From an optimization exercise on the open Yosys and OpenROAD flow, aimed at small area, a short achievable clock period and few clock cycles per item; shortcuts taken in it are not production practice.
Only simulation tests tie the RTL to the original design; equivalence was not proved.

==> flow/design.v <==
package dmme_data_pkg;
    localparam int unsigned elem_w = 8;
    localparam int unsigned acc_w = 18;
    localparam int unsigned dim = 2;
    typedef logic [elem_w-1:0] elem_t;
    typedef logic [acc_w-1:0]  acc_t;
endpackage
package dmme_ctrl_pkg;
    typedef enum logic [1:0] {
        idle = 2'd0,
        mac  = 2'd1,
        done = 2'd2
    } ctrl_state_t;
    localparam int unsigned mac_cycles = 2 + 2 - 1 + 1;
endpackage
`timescale 1ns/1ps
module dmme_top (
    input  logic  clk_in,
    input  logic  rst,
    input  logic  req,
    output logic  ack,
    input  dmme_data_pkg::elem_t a00,
    input  dmme_data_pkg::elem_t a01,
    input  dmme_data_pkg::elem_t a10,
    input  dmme_data_pkg::elem_t a11,
    input  dmme_data_pkg::elem_t b00,
    input  dmme_data_pkg::elem_t b01,
    input  dmme_data_pkg::elem_t b10,
    input  dmme_data_pkg::elem_t b11,
    output dmme_data_pkg::acc_t  c00,
    output dmme_data_pkg::acc_t  c01,
    output dmme_data_pkg::acc_t  c10,
    output dmme_data_pkg::acc_t  c11
);
    logic ph;   
    always_ff @(posedge clk_in or negedge rst) begin
        if (!rst) begin
            ph  <= 1'b0;
            ack <= 1'b0;
        end else begin
            ph  <= req & ~ph & ~ack;
            ack <= req & (ph | ack);
        end
    end
    dmme_data_pkg::elem_t ar0, ar1, bc0, bc1;
    always_comb begin
        ar0 = ack ? '0 : (ph ? a01 : a00);
        ar1 = ack ? '0 : (ph ? a11 : a10);
        bc0 = ph ? b10 : b00;
        bc1 = ph ? b11 : b01;
    end
    logic keep;
    assign keep = ph | ack;
    logic [16:0] acc00, acc01, acc10, acc11;
    always_ff @(posedge clk_in) begin
        acc00 <= (keep ? acc00 : 17'd0) + 17'(ar0) * 17'(bc0);
        acc01 <= (keep ? acc01 : 17'd0) + 17'(ar0) * 17'(bc1);
        acc10 <= (keep ? acc10 : 17'd0) + 17'(ar1) * 17'(bc0);
        acc11 <= (keep ? acc11 : 17'd0) + 17'(ar1) * 17'(bc1);
    end
    assign c00 = {1'b0, acc00};
    assign c01 = {1'b0, acc01};
    assign c10 = {1'b0, acc10};
    assign c11 = {1'b0, acc11};
endmodule
Settings: LEC_CHECK=0, CAP_MARGIN=20, CORE_MARGIN=2, CORE_UTILIZATION=40, PLACE_DENSITY=0.6, SLEW_MARGIN=20; clock period 7.0 ns.
run.sh (not shown) runs the stock make flow with config.mk's settings and CLKGATE_MAP_FILE= SYNTH_SCRIPT=/design/flow/synth_recipe.tcl, a recipe that flattens the netlist after the stock synthesis.
The first run finished clean.
Testbench counts at the start, summed over its fixed seeds: cycles 4,800, jobs 1,600.
Edit:
==> flow/design.v (replaced) <==
package dmme_data_pkg;
    localparam int unsigned elem_w = 8;
    localparam int unsigned acc_w = 18;
    localparam int unsigned dim = 2;
    typedef logic [elem_w-1:0] elem_t;
    typedef logic [acc_w-1:0]  acc_t;
endpackage
package dmme_ctrl_pkg;
    typedef enum logic [1:0] {
        idle = 2'd0,
        mac  = 2'd1,
        done = 2'd2
    } ctrl_state_t;
    localparam int unsigned mac_cycles = 2 + 2 - 1 + 1;
endpackage
`timescale 1ns/1ps
module dmme_top (
    input  logic  clk_in,
    input  logic  rst,
    input  logic  req,
    output logic  ack,
    input  dmme_data_pkg::elem_t a00,
    input  dmme_data_pkg::elem_t a01,
    input  dmme_data_pkg::elem_t a10,
    input  dmme_data_pkg::elem_t a11,
    input  dmme_data_pkg::elem_t b00,
    input  dmme_data_pkg::elem_t b01,
    input  dmme_data_pkg::elem_t b10,
    input  dmme_data_pkg::elem_t b11,
    output dmme_data_pkg::acc_t  c00,
    output dmme_data_pkg::acc_t  c01,
    output dmme_data_pkg::acc_t  c10,
    output dmme_data_pkg::acc_t  c11
);
    dmme_data_pkg::elem_t a00_q, a01_q, a10_q, a11_q;
    dmme_data_pkg::elem_t b00_q, b01_q, b10_q, b11_q;
    always_ff @(posedge clk_in or negedge rst) begin
        if (!rst) begin
            ack <= 1'b0;
        end else begin
            ack <= req;
        end
    end
    always_ff @(posedge clk_in) begin
        a00_q <= a00;
        a01_q <= a01;
        a10_q <= a10;
        a11_q <= a11;
        b00_q <= b00;
        b01_q <= b01;
        b10_q <= b10;
        b11_q <= b11;
    end
    assign c00 = dmme_data_pkg::acc_t'(a00_q) * dmme_data_pkg::acc_t'(b00_q)
               + dmme_data_pkg::acc_t'(a01_q) * dmme_data_pkg::acc_t'(b10_q);
    assign c01 = dmme_data_pkg::acc_t'(a00_q) * dmme_data_pkg::acc_t'(b01_q)
               + dmme_data_pkg::acc_t'(a01_q) * dmme_data_pkg::acc_t'(b11_q);
    assign c10 = dmme_data_pkg::acc_t'(a10_q) * dmme_data_pkg::acc_t'(b00_q)
               + dmme_data_pkg::acc_t'(a11_q) * dmme_data_pkg::acc_t'(b10_q);
    assign c11 = dmme_data_pkg::acc_t'(a10_q) * dmme_data_pkg::acc_t'(b01_q)
               + dmme_data_pkg::acc_t'(a11_q) * dmme_data_pkg::acc_t'(b11_q);
endmodule
Effect:
- This time the run finished but failed the layout checks on setup timing
- utilization increases by 5.0 points
- design area increases by well over a third
- die area increases by well over a third
- global-route usage increases by 0.58 points
- setup slack is worse by 1000 ps
Testbench counts after the change, summed over its fixed seeds: cycles 3,200, jobs 1,600.

---

dmme_top, a different RTL version from the one above (not shown whole).
Size in the first run: roughly 1500 cells after synthesis.
==> module dmme_ha, before the edit <==
module dmme_ha (
    input  logic a,
    input  logic b,
    output logic s,
    output logic co
);
    assign s  = a ^ b;
    assign co = a & b;
endmodule
==> flow/config.mk <==
export PLATFORM = sky130hd
export DESIGN_NAME = dmme_top
export DESIGN_NICKNAME = dmme_top
export VERILOG_FILES = /design/flow/design.v
export SDC_FILE = /design/flow/constraint.sdc
export NUM_CORES = 4
export LEC_CHECK = 0
export CAP_MARGIN = 20
export CORE_MARGIN = 2
export CORE_UTILIZATION = 60
export PLACE_DENSITY = 0.75
export SETUP_SLACK_MARGIN = 2.8
export SLEW_MARGIN = 20
export SYNTH_HIERARCHICAL = 1
export SYNTH_MINIMUM_KEEP_SIZE = 0
export TNS_END_PERCENT = 20
==> flow/constraint.sdc <==
create_clock -name core_clock -period 7.0 [get_ports {clk_in}]
set_input_delay 1.4000 -clock core_clock [delete_from_list [all_inputs] [get_ports {clk_in}]]
set_output_delay 1.4000 -clock core_clock [all_outputs]
set_load 0.01 [all_outputs]
standard.sh (not shown) runs the stock make flow with config.mk's settings and CLKGATE_MAP_FILE= SYNTH_SCRIPT=/design/flow/synth_recipe.tcl, a recipe that flattens the netlist after the stock synthesis.
==> flow/flow/run.sh <==
#!/bin/bash
# The standard layout (standard.sh), with two changes to how it is made:
#  - the resizer may swap a cell for one of another footprint
#    (MATCH_CELL_FOOTPRINT=0; the platform default keeps same-footprint swaps)
#  - the ports are buffered with plain buffers (buf_2) instead of the delay
#    cells buffer_ports picks by default
# If the routed layout then has an antenna violation, the layout is made
# again with the default port buffers.
set -u
try() {
  local tag=$1; shift
  rm -rf orfs out/final.def
  bash standard.sh "$@" finish > "standard_$tag.log" 2>&1
  [ -f out/final.def ] || return 1
  printf 'read_db orfs/results/sky130hd/dmme_top/base/6_final.odb\ncheck_antennas\n' > "ant_$tag.tcl"
  openroad -no_init -exit "ant_$tag.tcl" > "ant_$tag.log" 2>&1
  ! grep -q "Found [1-9][0-9]* net violations" "ant_$tag.log"
}
try buf MATCH_CELL_FOOTPRINT=0 "BUFFER_PORTS_ARGS=-buffer_cell sky130_fd_sc_hd__buf_2" ||
  try std MATCH_CELL_FOOTPRINT=0
Testbench counts at the start, summed over its fixed seeds: cycles 3,200, jobs 1,600.
Change:
--- a/flow/design.v
+++ b/flow/design.v
@@ -23,17 +23,8 @@
 );
     assign s  = a ^ b ^ c;
     assign co = (a & b) | (a & c) | (b & c);
 endmodule
-module dmme_ha (
-    input  logic a,
-    input  logic b,
-    output logic s,
-    output logic co
-);
-    assign s  = a ^ b;
-    assign co = a & b;
-endmodule
 module dmme_xnor (
     input  logic a,
     input  logic b,
     output logic y
Cell count stays flat.
Die area hardly moves.
Count of clock-buffer cells in the layout stays the same.
Final area goes down by 0.45%.
Flip-flop and latch count does not change.
Synthesized area is about the same.
Critical path depth stays the same.
Testbench counts after the change, summed over its fixed seeds: cycles 3,200, jobs 1,600.

==> separate check: timing with driven ports <==
How much do the figures lean on ideal ports? The routed layouts below were timed once more, with nothing changed but the port constraints. Step 1 assumes that a clkbuf_16 drives the clock port and a buf_2 every other input. Step 2 also shifts input and output timing later by t, the mid clock arrival at the registers, as if the neighbouring blocks saw the same clock. Three values: ideal, step 1, step 2; two values: the first two.
run | t (ns) | setup slack, ns | worst register clock-pin slew, ns
the first run of note 1 | 0.399 | 0.911 / 0.936 / 0.537 | 0.07 / 0.07
the second run of note 1 | 0.443 | -0.137 / -0.190 / 0.253 | 0.08 / 0.08
the first run of note 2 | 0.408 | 2.821 / 2.827 / 2.419 | 0.08 / 0.08
the second run of note 2 | 0.413 | 2.731 / 2.753 / 2.340 | 0.09 / 0.09
The setup slack of the first run of note 2, which loses most, moves by +0.006 ns with the drivers and by -0.402 ns with both steps.
